What follows belongs to an exercise in optimizing a design on an open flow for small area, a short achievable clock period and few clock cycles per item; a production flow would make more cautious choices.
In this exercise RTL edits were held to simulation tests only and were not proved equivalent to the original.
No activity file was given, so power comes from the tool's default toggle rates.

## job 1384
==> flow/design.v <==
package r2b_pkg;
  localparam logic [5:0] K_HDR0   = 6'd10;
  localparam logic [5:0] K_M1LAST = 6'd11;
  localparam logic [5:0] K_M2INIT = 6'd15;
  localparam logic [5:0] K_M2LAST = 6'd27;
  localparam logic [5:0] K_RCINC  = 6'd1;
endpackage
import r2b_pkg::*;
module rgb565_to_bmp24_stream_writer (
  input  logic        clk_i,
  input  logic        rst_ni,
  input  logic        pix_valid_i,
  output logic        pix_ready_o,
  input  logic [15:0] pix_rgb565_i,
  output logic        out_valid_o,
  input  logic        out_ready_i,
  output logic [7:0]  out_byte_o,
  output logic        out_last_of_run_o,
  output logic        out_end_of_image_o,
  input  logic        cfg_we_i,
  input  logic [0:0]  cfg_idx_i,
  input  logic [12:0] cfg_data_i
);
  function automatic logic [7:0] scale5(logic [4:0] v);
    logic [2:0] u;
    if (v >= 5'd31)      u = 3'd7;
    else if (v >= 5'd27) u = 3'd6;
    else if (v >= 5'd23) u = 3'd5;
    else if (v >= 5'd18) u = 3'd4;
    else if (v >= 5'd14) u = 3'd3;
    else if (v >= 5'd9)  u = 3'd2;
    else if (v >= 5'd5)  u = 3'd1;
    else                 u = 3'd0;
    scale5 = {v, u};
  endfunction
  function automatic logic [7:0] scale6(logic [5:0] v);
    logic [1:0] t;
    if (v == 6'd63)      t = 2'd3;
    else if (v >= 6'd42) t = 2'd2;
    else if (v >= 6'd21) t = 2'd1;
    else                 t = 2'd0;
    scale6 = {v, t};
  endfunction
  function automatic logic [11:0] clamp_dim(logic [12:0] d);
    clamp_dim[11:1] = d[12] ? 11'd0 : d[11:1];
    clamp_dim[0]    = ~d[12] & (d[0] | (d[11:1] == 11'd0));
  endfunction
  logic [11:0] w_q, h_q;
  always_ff @(posedge clk_i or negedge rst_ni) begin
    if (!rst_ni) begin
      w_q <= 12'd320;
      h_q <= 12'd240;
    end else if (cfg_we_i) begin
      if (cfg_idx_i[0]) h_q <= clamp_dim(cfg_data_i);
      else              w_q <= clamp_dim(cfg_data_i);
    end
  end
  wire [12:0] w_full = {w_q == 12'd0, w_q};
  wire [12:0] h_full = {h_q == 12'd0, h_q};
  logic        pb_full_q;    
  logic        nrdy_q;       
  logic        pnew_q;       
  logic [1:0]  ph_q;         
  logic [1:0]  pad_q;        
  logic        hdr_q;        
  logic [5:0]  hidx_q;       
  logic        ov_q;         
  logic        sf_q;         
  logic [15:0] pb_q;
  logic [12:0] acc_q;             
  logic [11:0] lo_q;              
  logic        bw_q;              
  logic        qi_q;              
  logic [7:0]  byte_q, sbyte_q;
  logic        last_q, eoi_q, slast_q, seoi_q;
  wire [11:0] cc = lo_q;
  wire [11:0] rc = acc_q[11:0];
  logic re_q, fe_q;
  wire  first = fe_q;
  wire go       = ~sf_q;                     
  wire out_free = ~ov_q | out_ready_i;       
  wire pad_pend = (pad_q != 2'd0);
  wire k_ge10   = (hidx_q >= K_HDR0);
  wire sel_pad = pad_pend;
  wire sel_hdr = ~pad_pend & hdr_q & k_ge10;
  wire sel_pix = ~pad_pend & ~hdr_q & pb_full_q & ~(pnew_q & first);
  wire sel_any = sel_pad | sel_hdr | sel_pix;
  wire sel_g   = sel_pix & ph_q[0];
  wire sel_r   = sel_pix & ph_q[1];
  wire hfree   = hdr_q & ~k_ge10;
  wire hstep   = hfree | (go & sel_hdr);
  wire init1 = pnew_q & first;
  wire m1    = (hidx_q <= K_M1LAST);
  wire m2    = (hidx_q > K_M2INIT) && (hidx_q <= K_M2LAST);
  wire mstep = hstep & (m1 | m2);
  wire init2 = hstep & (hidx_q == K_M2INIT);
  wire hlast = hstep & (hidx_q == 6'd63);
  wire at9   = (hidx_q == K_M1LAST - 6'd2) | (hidx_q == K_M2LAST - 6'd2);
  wire at10  = (hidx_q == K_M1LAST - 6'd1) | (hidx_q == K_M2LAST - 6'd1);
  wire ws0   = ~lo_q[0];
  wire ws1   = ~lo_q[1];
  wire ws2   = at10 ? w_full[12] : ~lo_q[2];
  wire ws3   = at9 ? w_full[12] : (~lo_q[3] & ~at10);
  wire bw_n  = (~ws0 & (ws2 | bw_q)) | (ws2 & bw_q);
  wire qi_n  = ws1 ^ ws3 ^ bw_n;
  wire [13:0] msum = {1'b0, acc_q} + ({14{qi_q}} & {1'b0, h_full});
  wire cc_adv  = pnew_q & ~first;
  wire lo_load = init1 | init2 | hlast | (cc_adv & re_q);
  wire [11:0] inc_in  = hdr_q ? ~h_q : (re_q ? rc : cc);
  wire [11:0] inc_out = inc_in + 12'd1;
  always_ff @(posedge clk_i) begin
    if (init1 | init2) begin
      acc_q <= init1 ? 13'd13 : 13'd0;      
      bw_q  <= 1'b0;
      qi_q  <= w_full[0] ^ w_full[2];
    end else if (mstep) begin
      acc_q <= msum[13:1];
      bw_q  <= bw_n;
      qi_q  <= qi_n;
    end else if (hlast | (cc_adv & re_q)) begin
      acc_q <= {1'b0, inc_out};
    end
    if (lo_load)     lo_q <= ~w_q;
    else if (mstep)  lo_q <= {msum[0], lo_q[11:1]};
    else if (cc_adv) lo_q <= inc_out;
  end
  wire [24:0] prod = {acc_q, lo_q};
  function automatic logic [7:0] size_byte(logic [24:0] p, logic [1:0] k, logic lsb1);
    case (k)
      2'd0:    size_byte = {p[5:0], lsb1, 1'b0};
      2'd1:    size_byte = p[13:6];
      2'd2:    size_byte = p[21:14];
      default: size_byte = {6'd0, p[23:22]};
    endcase
  endfunction
  logic [7:0] hdr_byte;
  always_comb begin
    case (hidx_q)
      6'd10: hdr_byte = 8'h42;
      6'd11: hdr_byte = 8'h4D;
      6'd12, 6'd13, 6'd14, 6'd15: hdr_byte = size_byte(prod, hidx_q[1:0], 1'b1);
      6'd20: hdr_byte = 8'd54;
      6'd24: hdr_byte = 8'd40;
      6'd28: hdr_byte = w_full[7:0];
      6'd29: hdr_byte = {3'd0, w_full[12:8]};
      6'd32: hdr_byte = inc_out[7:0];
      6'd33: hdr_byte = {4'hF, inc_out[11:8]};
      6'd34, 6'd35: hdr_byte = 8'hFF;
      6'd36: hdr_byte = 8'd1;
      6'd38: hdr_byte = 8'd24;
      6'd44, 6'd45, 6'd46, 6'd47: hdr_byte = size_byte(prod, hidx_q[1:0], 1'b0);
      default: hdr_byte = 8'h00;
    endcase
  end
  wire       pb_free   = ~pb_full_q | (ph_q[1] & go);
  wire       accept    = pix_valid_i & pb_free;
  wire       pb_full_d = pb_free ? pix_valid_i : pb_full_q;
  wire [1:0] ph_d      = (go & sel_pix) ? (ph_q[1] ? 2'd0 : ph_q + 2'd1) : ph_q;
  wire       sf_d      = ~out_free & (sf_q | sel_any);
  always_ff @(posedge clk_i or negedge rst_ni) begin
    if (!rst_ni) begin
      fe_q       <= 1'b1;
      pb_full_q  <= 1'b0;
      nrdy_q     <= 1'b0;
      pnew_q     <= 1'b0;
      ph_q       <= 2'd0;
      pad_q      <= 2'd0;
      hdr_q      <= 1'b0;
      ov_q       <= 1'b0;
      sf_q       <= 1'b0;
    end else begin
      pnew_q     <= accept;
      pb_full_q  <= pb_full_d;
      nrdy_q     <= pb_full_d & ~(ph_d[1] & ~sf_d);
      ph_q       <= ph_d;
      if (go & sel_g) fe_q <= (cc == 12'hFFE) & (rc == 12'hFFF);
      if (go) begin
        if (sel_r)        pad_q <= re_q ? w_q[1:0] : 2'd0;
        else if (sel_pad) pad_q <= pad_q - 2'd1;
      end
      if (init1)      hdr_q <= 1'b1;
      else if (hlast) hdr_q <= 1'b0;
      ov_q <= sf_q | (go & sel_any) | ~out_free;
      sf_q <= sf_d;
    end
  end
  always_ff @(posedge clk_i) begin
    if (init1)      hidx_q <= 6'd0;
    else if (hstep) hidx_q <= hidx_q + 6'd1;
  end
  always_ff @(posedge clk_i) begin
    if (pb_free) pb_q <= pix_rgb565_i;
    if (go & sel_g) begin
      re_q <= (cc == 12'hFFE);
    end
  end
  logic [7:0] byte_d;
  logic       last_d, eoi_d;
  wire        pad0 = (w_q[1:0] == 2'd0);
  wire [4:0]  s5_in = ph_q[1] ? pb_q[15:11] : pb_q[4:0];
  always_comb begin
    byte_d = 8'h00;
    last_d = 1'b0;
    eoi_d  = 1'b0;
    if (sel_pad) begin
      last_d = (pad_q == 2'd1);
      eoi_d  = fe_q & (pad_q == 2'd1);
    end else if (hdr_q) begin
      byte_d = hdr_byte;
    end else if (ph_q[0]) begin
      byte_d = scale6(pb_q[10:5]);
    end else begin
      byte_d = scale5(s5_in);
      last_d = ph_q[1] & (~re_q | pad0);
      eoi_d  = ph_q[1] & fe_q & pad0;
    end
  end
  always_ff @(posedge clk_i) begin
    if (~sf_q) begin
      sbyte_q <= byte_d;
      slast_q <= last_d;
      seoi_q  <= eoi_d;
    end
    if (out_free) begin
      byte_q <= sf_q ? sbyte_q : byte_d;
      last_q <= sf_q ? slast_q : last_d;
      eoi_q  <= sf_q ? seoi_q  : eoi_d;
    end
  end
  assign pix_ready_o        = ~nrdy_q;
  assign out_valid_o        = ov_q;
  assign out_byte_o         = byte_q;
  assign out_last_of_run_o  = last_q;
  assign out_end_of_image_o = eoi_q;
endmodule
clock: 9.0 ns
lec_check: 0
abc_clock_period_in_ps: 2500
cap_margin: 20
core_margin: 2
core_utilization: 40
cts_buf_list: sky130_fd_sc_hd__clkbuf_8
slew_margin: 20
standard.sh (not shown) runs the stock make flow with config.mk's settings and CLKGATE_MAP_FILE= SYNTH_SCRIPT=/design/flow/synth_recipe.tcl, a recipe that flattens the netlist after the stock synthesis.
==> flow/flow/run.sh <==
#!/bin/bash
# The standard layout, with plain buffers (buf_1) on the ports instead of the default port
# buffer cell (the resizer still sizes them up where timing needs it), and timing repair
# aiming for 6.4 ns of setup slack.
set -euo pipefail
bash standard.sh "BUFFER_PORTS_ARGS=-buffer_cell sky130_fd_sc_hd__buf_1" SETUP_SLACK_MARGIN=6.4 finish > standard_make.log 2>&1
Testbench counts of job 1384, summed over its fixed seeds: cycles 80,551, pixels 25,456.
Modified inputs, job 2685 compared to job 1384
- an added PLACE_DENSITY of 0.75
- an added TNS_END_PERCENT of 0
==> flow/flow/run.sh <==
#!/bin/bash
# The standard layout, with plain buffers (buf_1) on the ports instead of the default port
# buffer cell (the resizer still sizes them up where timing needs it), and timing repair
# aiming for 6.3 ns of setup slack.
set -euo pipefail
bash standard.sh "BUFFER_PORTS_ARGS=-buffer_cell sky130_fd_sc_hd__buf_1" SETUP_SLACK_MARGIN=6.3 finish > standard_make.log 2>&1
## What came out
| via count | job 2685 vs job 1384 | 180 lower |
Number of multi-input logic gates essentially unchanged between job 2685 and job 1384.
Job 2685: arrival time reported for the critical path endpoint 2.00 ns above job 1384
Job 2685 reached the final stage; the timing, design-rule and antenna checks on its layout passed.
Leakage power figure (job 2685 / job 1384): 0.920
Job 2685 vs job 1384: total power down by a few percent
From job 2685 to job 1384, fraction of the mapped netlist area in simple logic gates did not move at all.
Delta (job 2685 minus job 1384): area taken by multi-input logic gates -8.1%; register clock-pin slew on the reported worst setup and hold paths ~0 delta; total length of routed wires -2300 um.
Job 2685 vs. job 1384: overall fraction of global-route tracks in use went down by 1.9 points.
Here is what was changed in the inputs of job 7360 compared with job 2685.
- clearing PLACE_DENSITY, which used to be 0.75
==> flow/flow/run.sh <==
#!/bin/bash
# The standard layout, with plain buffers (buf_1) on the ports instead of the default port
# buffer cell (the resizer still sizes them up where timing needs it), and timing repair
# aiming for 6.3 ns of setup slack, without its last-gasp pass.
set -euo pipefail
bash standard.sh "BUFFER_PORTS_ARGS=-buffer_cell sky130_fd_sc_hd__buf_1" SETUP_SLACK_MARGIN=6.3 SKIP_LAST_GASP=1 finish > standard_make.log 2>&1
==> comparison <==
Job 7360 vs job 2685, global-route total usage across every layer went up by 1.2 points.
From job 2685 to job 7360 the numbers moved as follows: worst-case setup margin in the final layout climbed 0.012 ns; number of cells on the critical path lower; worst-case headroom to the max-slew limit moved up.
Of job 2685 and job 7360, the lower switching part of the total belongs to job 2685.
The run showing the smaller number of cells upsized or downsized after cts is job 7360.
#### Input delta (job 8014 over job 7360)
==> flow/flow/run.sh <==
#!/bin/bash
# The standard layout, with plain buffers (buf_1) on the ports instead of the default port
# buffer cell (the resizer still sizes them up where timing needs it), and timing repair
# aiming for 6.3 ns of setup slack.
set -euo pipefail
bash standard.sh "BUFFER_PORTS_ARGS=-buffer_cell sky130_fd_sc_hd__buf_1" SETUP_SLACK_MARGIN=6.3 finish > standard_make.log 2>&1
==> run summary <==
Changes observed in job 8014 relative to job 7360: power attributed to combinational cells held steady; worst path setup slack after routing barely changed; flip-flop and latch count comparable.

## separate check: timing with driven ports
How much do the figures lean on ideal ports? The routed layouts below were timed once more, with nothing changed but the port constraints.
Step 1 sets driving cells, clkbuf_16 on the clock port and buf_2 on the other inputs (assumed; they add their load-dependent delay and slew).
Step 2 adds t to the input delays and takes it off the output delays; t is the mean of the earliest and latest rising clock arrival at the registers after step 1. Input paths then give back, and output paths get back, about the clock's delay inside the block.
Three values: no drivers, after step 1, after step 2; two values: the first two.
run | shift t [ns] | setup WS [ns] | worst setup path at the end | pins driven straight from the clock port
job 1384 | 0.417 | 6.291 / 6.254 / 6.145 | input to register | 1
job 2685 | 0.431 | 6.243 / 6.223 / 6.131 | input to register | 1
job 7360 | 0.432 | 6.255 / 6.215 / 6.119 | input to register | 1
job 8014 | 0.432 | 6.255 / 6.215 / 6.119 | input to register | 1
After both steps every run listed still meets setup and hold. The setup slack of job 1384, which loses most, moves by -0.037 ns with the drivers and by -0.146 ns with both steps.
